Source: an optimization exercise on an open RTL-to-GDS flow (aim: small area, a short achievable clock period and few clock cycles). Production flows keep margins and buffers that such runs may drop. The RTL was checked by simulation tests, not by an equivalence proof against the original design. No activity file was given, so power comes from the tool's default toggle rates.

==> violet: inputs <==
## graph_triangle_enumerator
module graph_triangle_enumerator (
   input  wire logic                              clock,
   input  wire logic                              reset,
   input  wire logic                              req_valid,
   output logic                                   req_ready,
   input  wire logic                              req_kind,
   input  wire logic [gte_pkg::NODE_W-1:0]        req_row_index,
   input  wire logic [gte_pkg::ROW_W-1:0]         req_row_bits,
   output logic                                   rsp_valid,
   input  wire logic                              rsp_ready,
   output logic      [gte_pkg::NODE_W-1:0]        rsp_first_node,
   output logic      [gte_pkg::NODE_W-1:0]        rsp_second_node,
   output logic      [gte_pkg::NODE_W-1:0]        rsp_third_node,
   output logic                                   rsp_found,
   input  wire logic                              psel,
   input  wire logic                              penable,
   input  wire logic                              pwrite,
   input  wire logic [gte_pkg::CSR_ADDR_W-1:0]    paddr,
   input  wire logic [gte_pkg::CSR_DATA_W-1:0]    pwdata,
   output logic      [gte_pkg::CSR_DATA_W-1:0]    prdata,
   output logic                                   pready
);
   logic [COUNT_W-1:0]   node_count_ff;
   logic                 count_write;
   logic                 load_acc;
   logic [MAX_NODES-1:0] rd_sel;
   logic [ROW_W-1:0]     rd_row;
   assign pready      = 1'b1;
   assign prdata      = paddr[2] ? '0 : {26'd0, node_count_ff};
   assign count_write = psel && penable && pwrite && !paddr[2];
   always_ff @(posedge clock) begin
      if (reset) begin
         node_count_ff <= NODE_COUNT_RESET;
  ...
clock: 7.0 ns
lec_check: 0
cap_margin: 20
core_margin: 2
core_utilization: 40
place_density: 0.6
slew_margin: 20
run.sh (not shown) runs the stock make flow with config.mk's settings and CLKGATE_MAP_FILE= SYNTH_SCRIPT=/design/flow/synth_recipe.tcl, a recipe that flattens the netlist after the stock synthesis.
==> harbor: changes against violet <==
--- a/flow/design.v
+++ b/flow/design.v
@@ -38,12 +38,27 @@
       end
       pre_or = p;
    endfunction
    function automatic logic [31:0] low_bit(input logic [31:0] x);
       low_bit = x & ~pre_or(x);
    endfunction
+   function automatic logic [2:0] cnt3(input logic [31:0] x);
+      logic [2:0] c [0:31];
+      integer i, k;
+      for (i = 0; i < 32; i = i + 1) begin
+         c[i] = {2'b00, x[i]};
+      end
+      for (k = 1; k < 32; k = k * 2) begin
+         for (i = 0; i + k < 32; i = i + 2 * k) begin
+            c[i] = {c[i][2] | c[i+k][2] | (c[i][1] & c[i+k][0]) | (c[i][0] & c[i+k][1]),
+                    c[i][1] | c[i+k][1] | (c[i][0] & c[i+k][0]),
+                    c[i][0] | c[i+k][0]};
+         end
+      end
+      cnt3 = c[0];
+   endfunction
    function automatic logic [4:0] enc(input logic [31:0] x);
       integer i;
       enc = '0;
       for (i = 0; i < 32; i = i + 1) begin
          if (x[i]) begin
             enc = enc | i[4:0];
@@ -66,80 +81,150 @@
       integer i;
       for (i = 0; i < 32; i = i + 1) begin
          below[i] = (i[5:0] < k);
       end
    endfunction
    localparam logic [1:0] S_RSTU = 2'd0;
-   localparam logic [1:0] S_RSTV = 2'd1;
-   localparam logic [1:0] S_SCAN = 2'd2;
-   localparam logic [1:0] S_DONE = 2'd3;
+   localparam logic [1:0] S_SCAN = 2'd1;
+   localparam logic [1:0] S_DONE = 2'd2;
    logic              pend_ff;
    logic              rsp_valid_ff;
    logic              out_found_ff;
    logic [NODE_W-1:0] out_a_ff;
    logic [NODE_W-1:0] out_b_ff;
    logic [NODE_W-1:0] out_c_ff;
    logic              cur_ff;         
    logic [1:0]        st_ff;
    logic [NODE_W-1:0] au_ff;
    logic [ROW_W-1:0]  vset_ff;
-   logic              eflag_ff;
+   logic              floor_ff;       
+   logic              b_valid_ff;
+   logic [NODE_W-1:0] b_u_ff;
+   logic [NODE_W-1:0] b_v_ff;
+   logic [ROW_W-1:0]  b_w_ff;
    logic              c_valid_ff;
-   logic              c_last_ff;
+   logic              c_last_ff;      
    logic [NODE_W-1:0] c_u_ff;
    logic [NODE_W-1:0] c_v_ff;
    logic [ROW_W-1:0]  c_w_ff;
    logic              fetch_acc;
    logic              nx_valid;
    logic              out_space;
    logic              pop;
    logic              restart;
+   logic [5:0]        n_eff;
    logic [ROW_W-1:0]  mask_n;
    logic [NODE_W-1:0] cu;
    logic [NODE_W-1:0] cv;
+   logic [NODE_W-1:0] au_next;
+   logic              scan_row;
+   logic              scan_edge;
+   logic [ROW_W-1:0]  row_in;
    logic [ROW_W-1:0]  v_sel;
    logic [ROW_W-1:0]  v_rest;
-   logic [NODE_W-1:0] v_idx;
+   logic [ROW_W-1:0]  w_floor;
    logic [ROW_W-1:0]  w_scan;
-   logic [ROW_W-1:0]  w_rstv;
-   logic              w_any;
+   logic [2:0]        b_cnt;
+   logic [2:0]        c_cnt;
    logic              c_free;
-   logic              c_load;
+   logic              b_free;
+   logic              b_any;
    logic [ROW_W-1:0]  c_w_sel;
    logic [ROW_W-1:0]  c_w_rest;
-   logic [NODE_W-1:0] c_w_idx;
-   logic [5:0]        n_eff;
-   assign n_eff  = (node_count > 6'd32) ? 6'd32 : node_count;
-   assign mask_n = below(n_eff);
-   assign nx_valid  = c_valid_ff || (st_ff == S_DONE);
+   assign n_eff   = (node_count > 6'd32) ? 6'd32 : node_count;
+   assign mask_n  = below(n_eff);
+   assign nx_valid  = c_valid_ff || ((st_ff == S_DONE) && !b_valid_ff);
    assign out_space = !rsp_valid_ff || rsp_ready;
    assign pop       = pend_ff && nx_valid && out_space;
-   assign req_ready = !pend_ff || (nx_valid && out_space);
+   assign req_ready = !pend_ff || (nx_valid && !rsp_valid_ff) || (nx_valid && rsp_ready);
    assign fetch_acc = req_valid && req_ready && req_kind;
    assign load_acc  = req_valid && req_ready && !req_kind;
    assign restart   = load_acc || count_write;
    assign cu = cur_ff ? out_a_ff : '0;
    assign cv = cur_ff ? out_b_ff : '0;
+   assign au_next   = au_ff + 5'd1;
+   assign scan_row  = (st_ff == S_SCAN) && (vset_ff == '0);
+   assign scan_edge = (st_ff == S_SCAN) && (vset_ff != '0) && b_free;
    assign v_sel  = low_bit(vset_ff);
    assign v_rest = vset_ff & ~v_sel;
-   assign v_idx  = enc(v_sel);
-   assign w_scan = rd_row & v_rest;
-   assign w_rstv = rd_row & vset_ff & above(out_c_ff);
-   always_comb begin
-      case (st_ff)
-         S_RSTU:  rd_sel = dec(cu);
-         S_RSTV:  rd_sel = dec(out_b_ff);
-         default: rd_sel = (vset_ff == '0) ? dec(au_ff + 5'd1) : v_sel;
-      endcase
+   assign rd_sel = v_sel
+                 | (scan_row ? dec(au_next) : '0)
+                 | ((st_ff == S_RSTU) ? dec(cu) : '0);
+   assign w_floor = (floor_ff && vset_ff[cv]) ? above(out_c_ff) : '1;
+   assign w_scan  = rd_row & v_rest & w_floor;
+   assign row_in  = rd_row & mask_n;
+   always_ff @(posedge clock) begin
+      if (reset || restart) begin
+         st_ff <= S_RSTU;
+      end else begin
+         case (st_ff)
+            S_RSTU: st_ff <= S_SCAN;
+            S_SCAN: begin
+               if (scan_row && ({1'b0, au_ff} + 6'd3 >= n_eff)) begin
+                  st_ff <= S_DONE;
+               end
+            end
+            default: st_ff <= st_ff;
+         endcase
+      end
+   end
+   always_ff @(posedge clock) begin
+      if (reset || restart) begin
+         vset_ff  <= '0;
+         floor_ff <= 1'b0;
+      end else if (st_ff == S_RSTU) begin
+         au_ff    <= cu;
+         vset_ff  <= row_in & (above(cv) | dec(cv));
+         floor_ff <= cur_ff;
+      end else if (scan_row) begin
+         au_ff    <= au_next;
+         vset_ff  <= row_in;
+         floor_ff <= 1'b0;
+      end else if (scan_edge) begin
+         vset_ff  <= v_rest;
+         floor_ff <= 1'b0;
+      end
    end
-   assign c_free   = !c_valid_ff || (pop && c_last_ff);
-   assign w_any    = (w_scan != '0);
-   assign c_load   = (st_ff == S_SCAN) && (vset_ff != '0) && w_any && c_free;
    assign c_w_sel  = low_bit(c_w_ff);
    assign c_w_rest = c_w_ff & ~c_w_sel;
-   assign c_w_idx  = enc(c_w_sel);
+   assign b_cnt    = cnt3(b_w_ff);
+   assign c_cnt    = cnt3(c_w_ff);
+   assign c_free   = !c_valid_ff || (pop && c_last_ff);
+   assign b_any    = b_valid_ff && b_cnt[0];
+   assign b_free   = !b_any || c_free;
+   always_ff @(posedge clock) begin
+      if (reset || restart) begin
+         b_valid_ff <= 1'b0;
+         c_valid_ff <= 1'b0;
+      end else begin
+         if (scan_edge) begin
+            b_valid_ff <= 1'b1;
+         end else if (c_free) begin
+            b_valid_ff <= 1'b0;
+         end
+         if (c_free) begin
+            c_valid_ff <= b_any;
+         end
+      end
+   end
+   always_ff @(posedge clock) begin
+      if (scan_edge) begin
+         b_u_ff <= au_ff;
+         b_v_ff <= enc(v_sel);
+         b_w_ff <= w_scan;
+      end
+      if (c_free) begin
+         c_u_ff    <= b_u_ff;
+         c_v_ff    <= b_v_ff;
+         c_w_ff    <= b_w_ff;
+         c_last_ff <= !b_cnt[1];
+      end else if (pop && c_valid_ff) begin
+         c_w_ff    <= c_w_rest;
+         c_last_ff <= !c_cnt[2];
+      end
+   end
    always_ff @(posedge clock) begin
       if (reset) begin
          pend_ff      <= 1'b0;
          rsp_valid_ff <= 1'b0;
          cur_ff       <= 1'b0;
       end else begin
@@ -163,83 +248,21 @@
    always_ff @(posedge clock) begin
       if (pop) begin
          out_found_ff <= c_valid_ff;
          if (c_valid_ff) begin
             out_a_ff <= c_u_ff;
             out_b_ff <= c_v_ff;
-            out_c_ff <= c_w_idx;
+            out_c_ff <= enc(c_w_sel);
          end
       end
    end
    assign rsp_valid       = rsp_valid_ff;
    assign rsp_found       = out_found_ff;
    assign rsp_first_node  = out_found_ff ? out_a_ff : '0;
    assign rsp_second_node = out_found_ff ? out_b_ff : '0;
    assign rsp_third_node  = out_found_ff ? out_c_ff : '0;
-   always_ff @(posedge clock) begin
-      if (reset || restart) begin
-         st_ff <= S_RSTU;
-      end else begin
-         case (st_ff)
-            S_RSTU: st_ff <= S_RSTV;
-            S_RSTV: st_ff <= S_SCAN;
-            S_SCAN: begin
-               if ((vset_ff == '0) && ({1'b0, au_ff} + 6'd3 >= n_eff)) begin
-                  st_ff <= S_DONE;
-               end
-            end
-            default: st_ff <= st_ff;
-         endcase
-      end
-   end
-   always_ff @(posedge clock) begin
-      case (st_ff)
-         S_RSTU: begin
-            au_ff    <= cu;
-            vset_ff  <= rd_row & mask_n & above(cv);
-            eflag_ff <= cur_ff && ((rd_row & mask_n & dec(cv)) != '0);
-         end
-         S_SCAN: begin
-            if (vset_ff == '0) begin
-               au_ff   <= au_ff + 5'd1;
-               vset_ff <= rd_row & mask_n;
-            end else if (!w_any || c_free) begin
-               vset_ff <= v_rest;
-            end
-         end
-         default: begin
-         end
-      endcase
-   end
-   always_ff @(posedge clock) begin
-      if (reset || restart) begin
-         c_valid_ff <= 1'b0;
-      end else if ((st_ff == S_RSTV) && eflag_ff && (w_rstv != '0)) begin
-         c_valid_ff <= 1'b1;
-      end else if (c_load) begin
-         c_valid_ff <= 1'b1;
-      end else if (pop && c_valid_ff && c_last_ff) begin
-         c_valid_ff <= 1'b0;
-      end
-   end
-   always_ff @(posedge clock) begin
-      if (st_ff == S_RSTV) begin
-         c_u_ff    <= au_ff;
-         c_v_ff    <= out_b_ff;
-         c_w_ff    <= w_rstv;
-         c_last_ff <= ((w_rstv & pre_or(w_rstv)) == '0);
-      end else if (c_load) begin
-         c_u_ff    <= au_ff;
-         c_v_ff    <= v_idx;
-         c_w_ff    <= w_scan;
-         c_last_ff <= ((w_scan & pre_or(w_scan)) == '0);
-      end else if (pop && c_valid_ff) begin
-         c_w_ff    <= c_w_rest;
-         c_last_ff <= ((c_w_rest & pre_or(c_w_rest)) == '0);
-      end
-   end
 endmodule
 `default_nettype wire
 `default_nettype none
 import gte_pkg::*;
 module gte_dp (
    input  wire logic                        clock,
==> flow/config.mk (replaced) <==
export PLATFORM = sky130hd
export DESIGN_NAME = graph_triangle_enumerator
export DESIGN_NICKNAME = graph_triangle_enumerator
export VERILOG_FILES = /design/flow/design.v
export SDC_FILE = /design/flow/constraint.sdc
export NUM_CORES = 4
export LEC_CHECK = 0
export ABC_AREA = 1
export CAP_MARGIN = 20
export CORE_MARGIN = 2
export CORE_UTILIZATION = 40
export PLACE_DENSITY = 0.5
export SETUP_SLACK_MARGIN = 3.4
export SLEW_MARGIN = 20
==> summary of the runs <==
- Between harbor and violet, the lower clock skew is in harbor (gap 0.020 ns).
- Between harbor and violet, the lower global-route usage is in harbor (gap 6.3 points).
- In critical path depth, violet and harbor do not differ.
- In violet the synthesized cell count is smaller than in harbor, by 9.8%.
- The combinational power of violet is 3.2 times that of harbor.
==> figures <==
item                                                                harbor                   violet
Power in combinational cells                                      0.965 mW                  3.09 mW
Power dissipated in the clock network                              4.10 mW                  3.82 mW
Worst setup skew after layout                                    0.0305 ns                0.0502 ns
Routed len/inst                                                    25.6 µm                  35.3 µm
Fraction of power spent switching nets                               25.8%                    36.0%
Drt total wl                                                     115000 µm                150000 µm
Result of the run                                  complete, no violations  complete, no violations
Number of warnings printed during yosys synthesis                        5                        3
Worst stage delay on the critical path                             0.38 ns                  1.01 ns
HPWL after DPL                                                    77500 µm                107000 µm
Number of standard-cell rows in the floorplan                          102                      104
Logic gate share of total power                                      10.0%                    26.1%
Testbench counts of violet, summed over its fixed seeds: cycles 33,335.
Testbench counts of harbor, summed over its fixed seeds: cycles 33,239.

-- static timing again, ports no longer ideal --
The results above use ideal ports. As a check the final layouts listed here were re-extracted and re-timed, cells and wires unchanged. Step 1, drivers: a clkbuf_16 drives clock and a buf_2 each remaining input, both assumed. Step 2 moves the port delays by t, midway between the first and last clock arrival at a register: inputs arrive t later, outputs are due t later. That takes back most of the time a late clock gives input paths. Slacks: ideal / step 1 / step 2; pairs: ideal / step 1.
run | shift t [ns] | setup slack, ns | worst setup path at the end
violet | 0.710 | 0.460 / 0.460 / 0.460 | register to register
harbor | 0.706 | 3.479 / 3.464 / 2.899 | input to register
After both steps setup and hold are still met in every run listed. The setup slack of harbor, which loses most, moves by -0.015 ns with the drivers and by -0.580 ns with both steps.
